Source: an optimization exercise on an open RTL-to-GDS flow (aim: small area, a short achievable clock period and few clock cycles per item). Production flows keep margins and buffers that such runs may drop. Where RTL was checked, it was by simulation tests only, not by an equivalence proof against the original. No functional check of the RTL was part of run 2. No activity file was given, so power comes from the tool's default toggle rates.

==> flow/design.v (outline; a module is shown in full before it is edited, if it fits) <==
// module operandRegister: 37 lines
// module addSubUnit: 110 lines
// module multiplierArray: 796 lines
// module divFront: 739 lines
// module divBack: 840 lines
// module resultSelect: 47 lines
// module aluTop: 91 lines
module aluTop (
	input  logic                            clk,
	input  logic                            rstN,
	input  logic                            start,
	input  logic [aluPkg::operandWidth-1:0] a,
	input  logic [aluPkg::operandWidth-1:0] b,
	input  aluPkg::opcodeT                  op,
	output logic                            done,
	output logic [aluPkg::resultWidth-1:0]  result,
	output logic [aluPkg::errorWidth-1:0]   error
);
  // ...
==> flow/flow/run.sh <==
#!/bin/bash
# Own layout flow: the standard flow (standard.sh, unchanged synthesis), with
# - port buffers of a stronger cell than the smallest one buffer_ports picks by default,
# - timing repair aiming past the required slack (the clock and constraints are unchanged),
#   with resizing free to change a cell's footprint,
# - Yosys's synth run without its internal quick ABC pass (-noabc), so the adder
#   extraction sees the design's own full-adder structure; the final ABC mapping,
#   the registers and their names are those of the standard synthesis.
set -euo pipefail
MARGIN=$(cat flow/margin.txt)
bash standard.sh \
	"BUFFER_PORTS_ARGS=-buffer_cell sky130_fd_sc_hd__buf_4" \
	"SETUP_SLACK_MARGIN=$MARGIN" \
	"MATCH_CELL_FOOTPRINT=0" \
	"SYNTH_ARGS=-noabc" \
	finish > standard_flow.log 2>&1
==> flow/flow/margin.txt <==
24.5
==> flow/standard.sh <==
#!/bin/bash
# synth_recipe.tcl (not shown) runs the flow's synth.tcl, then flattens the netlist and writes it again
# the make line also repeats each setting of config.mk as NAME=value (left out here)
make -C /OpenROAD-flow-scripts/flow DESIGN_CONFIG=/design/flow/config.mk WORK_HOME=/design/flow/orfs CLKGATE_MAP_FILE= SYNTH_SCRIPT=/design/flow/synth_recipe.tcl "${@:-finish}"
==> flow/config.mk <==
export PLATFORM = sky130hd
export DESIGN_NAME = aluTop
export DESIGN_NICKNAME = aluTop
export VERILOG_FILES = /design/flow/design.v
export SDC_FILE = /design/flow/constraint.sdc
export NUM_CORES = 4
export LEC_CHECK = 0
export ABC_AREA = 1
export CAP_MARGIN = 20
export CORE_MARGIN = 2
export CORE_UTILIZATION = 40
export SLEW_MARGIN = 20
==> flow/constraint.sdc <==
create_clock -name core_clock -period 40.0 [get_ports {clk}]
set_input_delay 8.0000 -clock core_clock [delete_from_list [all_inputs] [get_ports {clk}]]
set_output_delay 8.0000 -clock core_clock [all_outputs]
set_load 0.01 [all_outputs]
==> out/qor.txt, run 1 <==
Final period util -> 0.379
Fraction of layout instances using a drive strength above 1 -> 0.0979
Cell Area, Synth -> 0.0209 mm²
Hold Crit Depth -> 1
Status -> no timing/DRC/antenna violations
Area delta synth->final -> 10.0%
Critical path capture point -> result[9]
PwrDens -> 70.6 mW/mm²
Leak -> 11.8 nW
Top Registers -> operandRegister_i.aQ: 16 flops, operandRegister_i.bQ: 16 flops, operandRegister_i.b3Q: 15 flops
Slew Viols, Final -> 0
Tap Count -> 680
Fin Hold WS -> 7.75 ns
Hold Path Sink -> operandRegister_i.aQ[3]$_DFF_P_
Peak VDD IR -> 0.0000543 V
Clock-cell share -> 0.0125
Clock Path Buffers -> 2
Crit path max-delay family -> simple AND/OR/NAND/NOR gates
Compound-Gate Fraction of Synth Area -> 0.142
Placed Area -> 0.0220 mm²
Initial antenna violation count -> 1
Final non-filler cell area -> 0.0230 mm²
Tightest Pin Transition -> 0.786 ns
Required time worst endpoint -> 32.00 ns
P_sw -> 917 µW
Avg Cell Area, Syn -> 7.15 µm²
Critical Path Source Type -> register
Commonest non-fill, non-tap cell in the layout -> nand2_1
Worst Path Arrival -> 7.14 ns
Internal Power -> 705 µW
Testbench counts, summed over its fixed seeds: cycles 8,000, items 8,000.
==> module resultSelect, before the edit <==
module resultSelect (
	input  logic                           validQ,
	input  aluPkg::opcodeT                 opQ,
	input  logic [aluPkg::resultWidth-1:0] addSubResult,
	input  logic                           overflow,
	input  logic [aluPkg::resultWidth-1:0] product,
	input  logic [aluPkg::resultWidth-1:0] quotient,
	input  logic [aluPkg::resultWidth-1:0] remainder,
	input  logic                           divZero,
	output logic [aluPkg::resultWidth-1:0] result,
	output logic [aluPkg::errorWidth-1:0]  error,
	output logic                           done
);
	always_comb
	begin
		result = '0;
		error  = '0;
		case (opQ.code)
			opAdd,
			opSub:
			begin
				result             = addSubResult;
				error[overflowBit] = overflow;
			end
			opMul:
			begin
				result = product;
			end
			opDiv:
			begin
				result            = quotient;
				error[divZeroBit] = divZero;
			end
			opMod:
			begin
				result            = remainder;
				error[divZeroBit] = divZero;
			end
			default:
			begin
				result = '0;
				error  = '0;
			end
		endcase
	end
	assign done = validQ;
endmodule
==> run 2, diff against run 1 <==
--- a/flow/design.v
+++ b/flow/design.v
@@ -2535,65 +2535,51 @@
 	logic s6_3_ge; assign s6_3_ge = s6_3_G31;
 	assign d6_3 = {~s6_3_ge, s6_3_d};
 	assign ge6_3 = (bIn <= 16'd21845) & s6_3_ge;
 	logic [15:0] r6;
 	assign q[1:0] = {ge6_2, ge6_2 ? ge6_3 : ge6_1};
 	assign r6 = ge6_2 ? (ge6_3 ? d6_3[15:0] : d6_2[15:0]) :
 		(ge6_1 ? d6_1[15:0] : x6[15:0]);
 	assign divZero   = (bIn == '0);
-	assign quotient  = divZero ? '0 : q;
-	assign remainder = divZero ? '0 : r6;
+	assign quotient  = q;
+	assign remainder = r6;
 endmodule
 import aluPkg::*;
 module resultSelect (
 	input  logic                           validQ,
 	input  aluPkg::opcodeT                 opQ,
 	input  logic [aluPkg::resultWidth-1:0] addSubResult,
 	input  logic                           overflow,
 	input  logic [aluPkg::resultWidth-1:0] product,
 	input  logic [aluPkg::resultWidth-1:0] quotient,
 	input  logic [aluPkg::resultWidth-1:0] remainder,
 	input  logic                           divZero,
 	output logic [aluPkg::resultWidth-1:0] result,
 	output logic [aluPkg::errorWidth-1:0]  error,
 	output logic                           done
 );
-	always_comb
-	begin
-		result = '0;
-		error  = '0;
-		case (opQ.code)
-			opAdd,
-			opSub:
-			begin
-				result             = addSubResult;
-				error[overflowBit] = overflow;
-			end
-			opMul:
-			begin
-				result = product;
-			end
-			opDiv:
-			begin
-				result            = quotient;
-				error[divZeroBit] = divZero;
-			end
-			opMod:
-			begin
-				result            = remainder;
-				error[divZeroBit] = divZero;
-			end
-			default:
-			begin
-				result = '0;
-				error  = '0;
-			end
-		endcase
-	end
+	logic isAddSub;
+	logic isMul;
+	logic isDiv;
+	logic isMod;
+	logic takeQuotient;
+	logic takeRemainder;
+	assign isAddSub      = (opQ.code == opAdd) || (opQ.code == opSub);
+	assign isMul         = (opQ.code == opMul);
+	assign isDiv         = (opQ.code == opDiv);
+	assign isMod         = (opQ.code == opMod);
+	assign takeQuotient  = isDiv && !divZero;
+	assign takeRemainder = isMod && !divZero;
+	assign result = ({resultWidth{isAddSub}}      & addSubResult) |
+	                ({resultWidth{isMul}}         & product)      |
+	                ({resultWidth{takeQuotient}}  & quotient)     |
+	                ({resultWidth{takeRemainder}} & remainder);
+	assign error[overflowBit] = isAddSub && overflow;
+	assign error[divZeroBit]  = (isDiv || isMod) && divZero;
 	assign done = validQ;
 endmodule
 import aluPkg::*;
 module aluTop (
 	input  logic                            clk,
 	input  logic                            rstN,
 	input  logic                            start,
 	input  logic [aluPkg::operandWidth-1:0] a,
==> flow/flow/run.sh (replaced) <==
#!/bin/bash
# Own layout flow: the standard flow (standard.sh, unchanged synthesis), with
# - port buffers of a stronger cell than the smallest one buffer_ports picks by default,
# - timing repair aiming past the required slack (the clock and constraints are unchanged),
#   with resizing free to change a cell's footprint.
set -euo pipefail
MARGIN=$(cat flow/margin.txt)
bash standard.sh \
	"BUFFER_PORTS_ARGS=-buffer_cell sky130_fd_sc_hd__buf_4" \
	"SETUP_SLACK_MARGIN=$MARGIN" \
	"MATCH_CELL_FOOTPRINT=0" \
	finish > standard_flow.log 2>&1
==> run 2 against run 1 <==
Global-route usage shrank 2.3 points. Critical path type unchanged. Sequential power shrank 7.7%. Power shrank 22%. Highest routed layer unchanged. Largest cell class unchanged. Non-clock buffer count grew 11. Hold slack lost 0.054 ns. Critical path depth grew 1. Clock power grew 16%. Critical endpoint is now result[7]. Combinational power shrank 26%.
==> out/qor.txt, run 2 <==
Status -> no timing/DRC/antenna violations (unchanged)
Cell row count -> 84 (was 83)
EDFF count, synth -> 0 (unchanged)
Final period util -> 0.378 (was 0.379)
Max Fclk -> 0.0661 GHz (was 0.0660 GHz)
H-tree Lvls -> 3 (unchanged)
Placed Area -> 0.0226 mm² (was 0.0220 mm²)
Synth top cells by count -> nand2_1 (681), inv_1 (487), ha_1 (283) (was nand2_1 (680), inv_1 (369), ha_1 (281))
Required time worst endpoint -> 32.00 ns (about the same)
Post-route setup slack -> 24.88 ns (was 24.86 ns)
Avg Cell Area, Syn -> 6.90 µm² (was 7.15 µm²)
Residual DRC count -> 0 (unchanged)
Crit path max-delay family -> simple AND/OR/NAND/NOR gates (unchanged)
Root Buffer -> clkbuf_16 (unchanged)
Core region area -> 0.0528 mm² (was 0.0515 mm²)
Critical Path Source Type -> register (unchanged)
CP bufs+invs -> 8 (was 7)
CP Capture Type -> output pin (unchanged)
Net Count, Synth -> 3610 (was 3431)
Worst Path Arrival -> 7.12 ns (was 7.14 ns)
PwrDens -> 53.3 mW/mm² (was 70.6 mW/mm²)
Avg WL per Cell -> 19.2 µm (was 21.3 µm)
Gate Count Post-Synth -> 3102 (was 2921)
PortBufs -> 73 (unchanged)
Ant diodes -> 0 (was 1)
Most frequent CP cell -> nand2_1 (unchanged)
Grt ovf -> 0 (unchanged)
Sequential area share after synthesis -> 0.0673 (was 0.0690)
DR vias/cell -> 5.44 (was 5.67)
Fin Hold WS -> 7.70 ns (was 7.75 ns)
DRT iter0 DRCs -> 1873 (was 1959)
Commonest non-fill, non-tap cell in the layout -> nand2_1 (unchanged)
Crit Path Class -> reg2out (unchanged)
Async SR Flop Fraction -> 0 (unchanged)
Die height -> 235 µm (was 232 µm)
Final HPWL from detailed placement -> 57800 µm (was 60800 µm)
Total CTS buffers -> 9 (unchanged)
Hold Crit Class -> in2reg (unchanged)
I/O pin count -> 74 (unchanged)
Die X -> 235 µm (was 232 µm)
Die area -> 0.0554 mm² (was 0.0540 mm²)
Area delta synth->final -> 10.3% (was 10.0%)
Largest net degree at the start of global routing -> 32 (was 37)
Min Tclk post-route -> 15.12 ns (was 15.14 ns)
Peak VDD IR -> 0.0000553 V (was 0.0000543 V)
First-pass GRT wire length -> 113000 µm (was 119000 µm)
Dominant synthesized flop cell -> dfxtp_1 (unchanged)
Critical path capture point -> result[7] (was result[9])
Max cap viols -> 0 (unchanged)
Min-delay src -> a[1] (was a[3])
Cell Area, Synth -> 0.0214 mm² (was 0.0209 mm²)
Via count -> 20975 (was 20704)
Post-synth cell types -> 64 (was 61)
Register area -> 0.00146 mm² (was 0.00145 mm²)
Clock Path Buffers -> 2 (unchanged)
WL final -> 73900 µm (was 77800 µm)
Stages on the worst setup path -> 43 (was 42)
Sum Neg Setup Slack -> 0 ns (unchanged)
Filler cells -> 5555 (was 5353)
Multi-input gate area -> 0.0178 mm² (about the same)
Starting Density -> 0.406 (was 0.405)
Post-DRT Antenna Nets -> 0 (unchanged)
Ys Warns -> 2 (was 3)
Critical path launch point -> operandRegister_i.bQ[0]$_DFF_P_ (unchanged)
Slew Viols, Final -> 0 (unchanged)
Clock tree sinks -> 72 (unchanged)
Register bit total from synthesis -> 72 (unchanged)
Top-count cell post-synth -> nand2_1 (unchanged)
Slowest-stage cell, CP -> fa_1 (was fa_2)
Synth area leader -> fa_1 (unchanged)
RSZ-0062 raised after global routing -> no (unchanged)
Placer Congestion -> 0.933 (was 0.995)
Setup WS pre-CTS -> 23.22 ns (was 23.05 ns)
Final Hold Fails -> 0 (unchanged)
Initial antenna violation count -> 1 (unchanged)
Most frequent cells in the layout -> nand2_1 (670), inv_1 (478), ha_1 (281) (was nand2_1 (656), inv_1 (361), ha_1 (276))
Tightest Pin Transition -> 0.944 ns (was 0.786 ns)
Top cells by area, synth -> fa_1 (17%), ha_1 (17%), nand2_1 (12%), inv_1 (8.5%), xor2_1 (7.6%) (was fa_1 (18%), ha_1 (17%), nand2_1 (12%), xor2_1 (9.1%), dfxtp_1 (6.9%))
CP Max Fanout -> 18 (was 21)
Vias in the first global route -> 19638 (was 20343)
Clock slew at reported path FFs -> 0.09 ns (was 0.06 ns)
First-pass DRT Iterations -> 6 (was 8)
Top Registers -> operandRegister_i.aQ: 16 flops, operandRegister_i.bQ: 16 flops, operandRegister_i.b3Q: 15 flops (unchanged)
Final net count -> 3670 (was 3477)
Final Setup Violations -> 0 (unchanged)
Post-synth top area share -> 0.174 (was 0.182)
Inst Count DP -> 3793 (was 3604)
Leak -> 12.2 nW (was 11.8 nW)
Gr usage total -> 0.263 (was 0.286)
Slew headroom -> 0.370 (was 0.476)
Final Non-Filler Cells -> 3855 (was 3653)
Fraction of layout instances using a drive strength above 1 -> 0.0922 (was 0.0979)
Final non-filler cell area -> 0.0236 mm² (was 0.0230 mm²)
CTS tree -> done (unchanged)
Crit-path max cell delay -> 0.43 ns (was 0.42 ns)
run 2: worst min path at each step:
stage,slack (ns),end,cells after the start
after floorplan,8.03,operandRegister_i.aQ[0]$_DFF_P_,0
after CTS,7.69,operandRegister_i.aQ[1]$_DFF_P_,1
final,7.70,operandRegister_i.aQ[1]$_DFF_P_,1
after global placement,8.11,operandRegister_i.aQ[2]$_DFF_P_,1
after global routing,7.70,operandRegister_i.aQ[1]$_DFF_P_,1
after detailed placement,8.11,operandRegister_i.aQ[1]$_DFF_P_,1
run 2: metal layers:
layer | global-route usage | vias to the layer above | wire length [µm]
li1 | - | 10218 | -
met1 | 0.367 | 9801 | 32900
met2 | 0.413 | 842 | 32200
met3 | 0.0337 | 114 | 5890
met4 | 0.101 | 0 | 2960
met5 | 0 | - | 0
run 2: what timing repair did:
| item | 4_1_cts | 5_1_grt |
|---|---|---|
| hold buffers | 0 | 0 |
| setup endpoints to repair | 16 | 31 |
| pin swaps | 1 | 7 |
| gates resized for setup | 34 | 82 |
| setup buffers | 11 | 30 |
| gates cloned | 1 | 4 |
run 2: area by class of cell:
cell class / count / share of cell area
timing repair inverter: 3 / 0.000848
timing repair buffer: 138 / 0.0449
inverter: 520 / 0.0871
tap: 688 / 0.0365
sequential: 72 / 0.0619
multi-input combinational: 2418 / 0.756
clock buffer: 9 / 0.00954
clock inverter: 7 / 0.00360
run 2: stage by stage:
step,power [mW],utilization
after detailed placement,1.16,0.428
final,1.26,0.447
after global placement,1.16,0.428
after CTS,1.26,0.437
after global routing,1.43,0.447
after floorplan,0.888,-
run 2: report_power, final:
group          total (mW)  internal (mW)  switching (mW)
clock network      0.0899         0.0496          0.0403
logic                1.08          0.443           0.640
registers          0.0865         0.0779         0.00868
total                1.26          0.570           0.688
run 2: kinds of logic after synthesis:
kind of cell	share of synthesized area
AO/OA/AOI/OAI	0.137
multiplexers	0.000468
buffers and inverters	0.112
flip-flops	0.0673
adder cells (fa/ha/maj)	0.339
AND/OR/NAND/NOR	0.244
XOR/XNOR	0.100

[static timing again, ports no longer ideal]
The flow's constraints put no driver on any port. The routed layouts listed below were extracted and timed again, unchanged, in two steps. Step 1, drivers: a clkbuf_16 drives clk and a buf_2 each remaining input, both assumed. Step 2 adds t to the input delays and takes it off the output delays; t is the mean of the earliest and latest rising clock arrival at the registers after step 1. Input paths then give back, and output paths get back, about the clock's delay inside the block. Three values: ideal ports, drivers, drivers and shift; two values: the first two.
run | shift t [ns] | setup WS [ns] | worst setup path at the end | clock arrival spread, ns | cell pins on the clock port's net
run 1 | 0.387 | 24.859 / 24.815 / 24.745 | input to register | 0.006 / 0.007 | 1
run 2 | 0.431 | 24.880 / 24.828 / 24.714 | input to register | 0.033 / 0.033 | 1
After both steps setup and hold are still met in every run listed. For run 2, which loses most, drivers alone change the setup slack by -0.052 ns; drivers and shift together by -0.166 ns.
